This design comes from an exercise in tuning for a short achievable clock period and few clock cycles per item on the open sky130 flow, not from production work.
Function was checked by simulation only, so behaviour that the tests miss may differ from the original.

== alpha ==
// ep_top
module ep_top (
    input  logic    clk,
    input  logic    rst_n,
    input  logic [31:0] trn_rd_i,
    input  logic    trn_rsof_n_i,
    input  logic    trn_reof_n_i,
    input  logic    trn_rsrc_rdy_n_i,
    output logic         trn_rdst_rdy_n_o,
    output logic [31:0]      trn_td_o,
    output logic         trn_tsof_n_o,
    output logic         trn_teof_n_o,
    output logic         trn_tsrc_rdy_n_o,
    input  logic    trn_tdst_rdy_n_i,
    input  logic [15:0] cfg_completer_id_i
);
    logic                  stall;
    logic                  rd_go;
    logic [2:0]            rd_tc;
    logic [1:0]            rd_attr;
    logic [15:0]           rd_rid;
    logic [7:0]            rd_tag;
    logic [3:0]            rd_be;
    logic [4:0]            rd_addr;
    logic [NUM_REGS-1:0]   rd_sel;
    logic [NUM_REGS*4-1:0] wr_en;
    logic [31:0]           wr_data;
    logic [4*32-1:0]       rd_grp;
    ep_rx_engine i_rx (
        .clk              (clk),
        .rst_n            (rst_n),
        .trn_rd_i         (trn_rd_i),
        .trn_rsof_n_i     (trn_rsof_n_i),
        .trn_reof_n_i     (trn_reof_n_i),
        .trn_rsrc_rdy_n_i (trn_rsrc_rdy_n_i),
        .trn_rdst_rdy_n_o (trn_rdst_rdy_n_o),
        .stall_i          (stall),
        .rd_go_o          (rd_go),
        .rd_tc_o          (rd_tc),
        .rd_attr_o        (rd_attr),
        .rd_rid_o         (rd_rid),
        .rd_tag_o         (rd_tag),
        .rd_be_o          (rd_be),
        .rd_addr_o        (rd_addr),
        .rd_sel_o         (rd_sel),
        .wr_en_o          (wr_en),
        .wr_data_o        (wr_data)
    );
    ep_mem_access i_mem (
        .clk       (clk),
        .rst_n     (rst_n),
        .wr_en_i   (wr_en),
        .wr_data_i (wr_data),
        .rd_sel_i  (rd_sel),
        .rd_grp_o  (rd_grp)
    );
    ep_tx_engine i_tx (
        .clk                (clk),
        .rst_n              (rst_n),
        .trn_td_o           (trn_td_o),
        .trn_tsof_n_o       (trn_tsof_n_o),
        .trn_teof_n_o       (trn_teof_n_o),
        .trn_tsrc_rdy_n_o   (trn_tsrc_rdy_n_o),
        .trn_tdst_rdy_n_i   (trn_tdst_rdy_n_i),
        .cfg_completer_id_i (cfg_completer_id_i),
  ...
Size in the first run: ~5600 cells after synthesis, about 69000 um2 of cells after synthesis.
==> module ep_rx_engine, before the edit <==
module ep_rx_engine (
    input  logic         clk,
    input  logic         rst_n,
    input  logic [31:0]  trn_rd_i,
    input  logic         trn_rsof_n_i,
    input  logic         trn_reof_n_i,
    input  logic         trn_rsrc_rdy_n_i,
    output logic         trn_rdst_rdy_n_o,
    input  logic         stall_i,           
    output logic         rd_go_o,
    output logic [2:0]   rd_tc_o,
    output logic [1:0]   rd_attr_o,
    output logic [15:0]  rd_rid_o,
    output logic [7:0]   rd_tag_o,
    output logic [3:0]   rd_be_o,
    output logic [4:0]   rd_addr_o,
    output logic [NUM_REGS-1:0] rd_sel_o,   
    output logic [NUM_REGS*4-1:0] wr_en_o,
    output logic [31:0]  wr_data_o          
);
    typedef enum logic [2:0] {
        RX_DW0,      
        RX_DW1,      
        RX_DW2,      
        RX_DATA,     
        RX_SKIP      
    } rx_state_e;
    logic [31:0] in_d;
    logic        in_v;
    logic        in_sof;
    logic        in_eof;
    logic        in_mrd;
    logic        in_mwr;
    logic        rdst_n_q;
    always_ff @(posedge clk) begin
        in_d   <= trn_rd_i;
        in_sof <= !trn_rsof_n_i;
        in_eof <= !trn_reof_n_i;
        in_mrd <= (trn_rd_i[30:24] == FMT_TYPE_MRD32) && (trn_rd_i[9:0] == 10'd1);
        in_mwr <= (trn_rd_i[30:24] == FMT_TYPE_MWR32) && (trn_rd_i[9:0] == 10'd1);
        in_v   <= rst_n && !trn_rsrc_rdy_n_i && !rdst_n_q;
    end
    always_ff @(posedge clk) begin
        if (!rst_n)
            rdst_n_q <= 1'b0;
        else
            rdst_n_q <= stall_i;
    end
    assign trn_rdst_rdy_n_o = rdst_n_q;
    rx_state_e  state;
    logic       is_wr_q;
    logic       rd_go_q;
    logic [2:0]  tc_q;
    logic [1:0]  attr_q;
    logic [15:0] rid_q;
    logic [7:0]  tag_q;
    logic [3:0]  be_q;
    logic [4:0]  addr_q;
    logic [NUM_REGS-1:0] rsel_q;
    logic [NUM_REGS-1:0] wsel_q;
    always_ff @(posedge clk) begin
        if (!rst_n) begin
            state   <= RX_DW0;
            is_wr_q <= 1'b0;
            rd_go_q <= 1'b0;
        end else begin
            rd_go_q <= 1'b0;
            if (in_v) begin
                case (state)
                    RX_DW0: begin
                        if (in_sof && !in_eof) begin
                            if (in_mrd) begin
                                is_wr_q <= 1'b0;
                                state   <= RX_DW1;
                            end else if (in_mwr) begin
                                is_wr_q <= 1'b1;
                                state   <= RX_DW1;
                            end else begin
                                state <= RX_SKIP;
                            end
                        end
                    end
                    RX_DW1: state <= in_eof ? RX_DW0 : RX_DW2;
                    RX_DW2: begin
                        if (in_eof) begin
                            state <= RX_DW0;
                            if (!is_wr_q)
                                rd_go_q <= 1'b1;         
                        end else begin
                            state <= is_wr_q ? RX_DATA : RX_SKIP;
                        end
                    end
                    RX_DATA: state <= in_eof ? RX_DW0 : RX_SKIP;
                    RX_SKIP: if (in_eof) state <= RX_DW0;
                    default: state <= RX_DW0;
                endcase
            end
        end
    end
    always_ff @(posedge clk) begin
        if (in_v) begin
            case (state)
                RX_DW0: begin
                    tc_q   <= in_d[22:20];
                    attr_q <= in_d[13:12];
                end
                RX_DW1: begin
                    rid_q <= in_d[31:16];
                    tag_q <= in_d[15:8];
                    be_q  <= in_d[3:0];      
                end
                RX_DW2: begin
                    for (int i = 0; i < NUM_REGS; i++)
                        wsel_q[i] <= (in_d[REG_ADDR_W+1:2] == i) && (i != 0);
                end
                default: ;
            endcase
        end
    end
    always_ff @(posedge clk) begin
        addr_q <= in_d[REG_ADDR_W+1:2];
        for (int i = 0; i < NUM_REGS; i++)
            rsel_q[i] <= (in_d[REG_ADDR_W+1:2] == i);
    end
    assign rd_go_o   = rd_go_q;
    assign rd_tc_o   = tc_q;
    assign rd_attr_o = attr_q;
    assign rd_rid_o  = rid_q;
    assign rd_tag_o  = tag_q;
    assign rd_be_o   = be_q;
    assign rd_addr_o = addr_q;
    assign rd_sel_o  = rsel_q;
    logic [NUM_REGS*4-1:0] wen_q;
    logic [31:0]           wdata_q;
    always_ff @(posedge clk) begin
        if (!rst_n) begin
            wen_q <= '0;
        end else begin
            for (int i = 0; i < NUM_REGS; i++)
                for (int b = 0; b < 4; b++)
                    wen_q[4*i+b] <= in_v && (state == RX_DATA) && wsel_q[i] && be_q[b];
        end
        wdata_q <= {in_d[7:0], in_d[15:8], in_d[23:16], in_d[31:24]};
    end
    assign wr_en_o   = wen_q;
    assign wr_data_o = wdata_q;
endmodule
Settings: LEC_CHECK=0, ABC_CLOCK_PERIOD_IN_PS=1800, CAP_MARGIN=20, CORE_MARGIN=2, CORE_UTILIZATION=40, CTS_CLUSTER_DIAMETER=100, CTS_CLUSTER_SIZE=28, SETUP_SLACK_MARGIN=2.2, SLEW_MARGIN=20; clock period 4.0 ns.
run.sh (not shown) runs the stock make flow with config.mk's settings and CLKGATE_MAP_FILE= SYNTH_SCRIPT=/design/flow/synth_recipe.tcl, a recipe that flattens the netlist after the stock synthesis.
Testbench counts of alpha, summed over its fixed seeds: cycles 16,914, tlps 4,800.
> inputs changed (alpha -> beta)
--- a/flow/design.v
+++ b/flow/design.v
@@ -125,22 +125,20 @@
                     rid_q <= in_d[31:16];
                     tag_q <= in_d[15:8];
                     be_q  <= in_d[3:0];      
                 end
                 RX_DW2: begin
-                    for (int i = 0; i < NUM_REGS; i++)
+                    addr_q <= in_d[REG_ADDR_W+1:2];
+                    for (int i = 0; i < NUM_REGS; i++) begin
+                        rsel_q[i] <= (in_d[REG_ADDR_W+1:2] == i);
                         wsel_q[i] <= (in_d[REG_ADDR_W+1:2] == i) && (i != 0);
+                    end
                 end
                 default: ;
             endcase
         end
     end
-    always_ff @(posedge clk) begin
-        addr_q <= in_d[REG_ADDR_W+1:2];
-        for (int i = 0; i < NUM_REGS; i++)
-            rsel_q[i] <= (in_d[REG_ADDR_W+1:2] == i);
-    end
     assign rd_go_o   = rd_go_q;
     assign rd_tc_o   = tc_q;
     assign rd_attr_o = attr_q;
     assign rd_rid_o  = rid_q;
     assign rd_tag_o  = tag_q;
Notes after the runs:
- Flop count, alpha -> beta: decreased
- Going from alpha to beta, core utilization lost 0.27 points, number of input and output port buffers inserted neither gained nor lost much, TritonCTS buffer count lost about 1.3%, clock period minus final worst setup slack lost 0.046 ns, register area share after synthesis lost 0.78 points.
Testbench counts of beta, summed over its fixed seeds: cycles 16,914, tlps 4,800.

## separate check: timing with driven ports
How much do the figures lean on ideal ports? The routed layouts below were timed once more, with nothing changed but the port constraints.
Step 1 assumes that a clkbuf_16 drives the clock port and a buf_2 every other input.
Step 2 adds t to the input delays and takes it off the output delays; t is the mean of the earliest and latest rising clock arrival at the registers after step 1. Input paths then give back, and output paths get back, about the clock's delay inside the block.
Slacks: no drivers / after step 1 / after step 2; pairs: no drivers / after step 1.
| run | t (ns) | setup slack, ns | clock arrival spread, ns | worst slew at a driven data input, ns | cell pins on the clock port's net |
|---|---|---|---|---|---|
| alpha | 0.790 | 1.958 / 1.872 / 1.330 | 0.038 / 0.037 | 0.05 | 1 |
| beta | 0.791 | 2.004 / 1.915 / 1.553 | 0.044 / 0.044 | 0.08 | 1 |
After both steps every run listed still meets setup and hold. The setup slack of alpha, which loses most, moves by -0.086 ns with the drivers and by -0.628 ns with both steps.
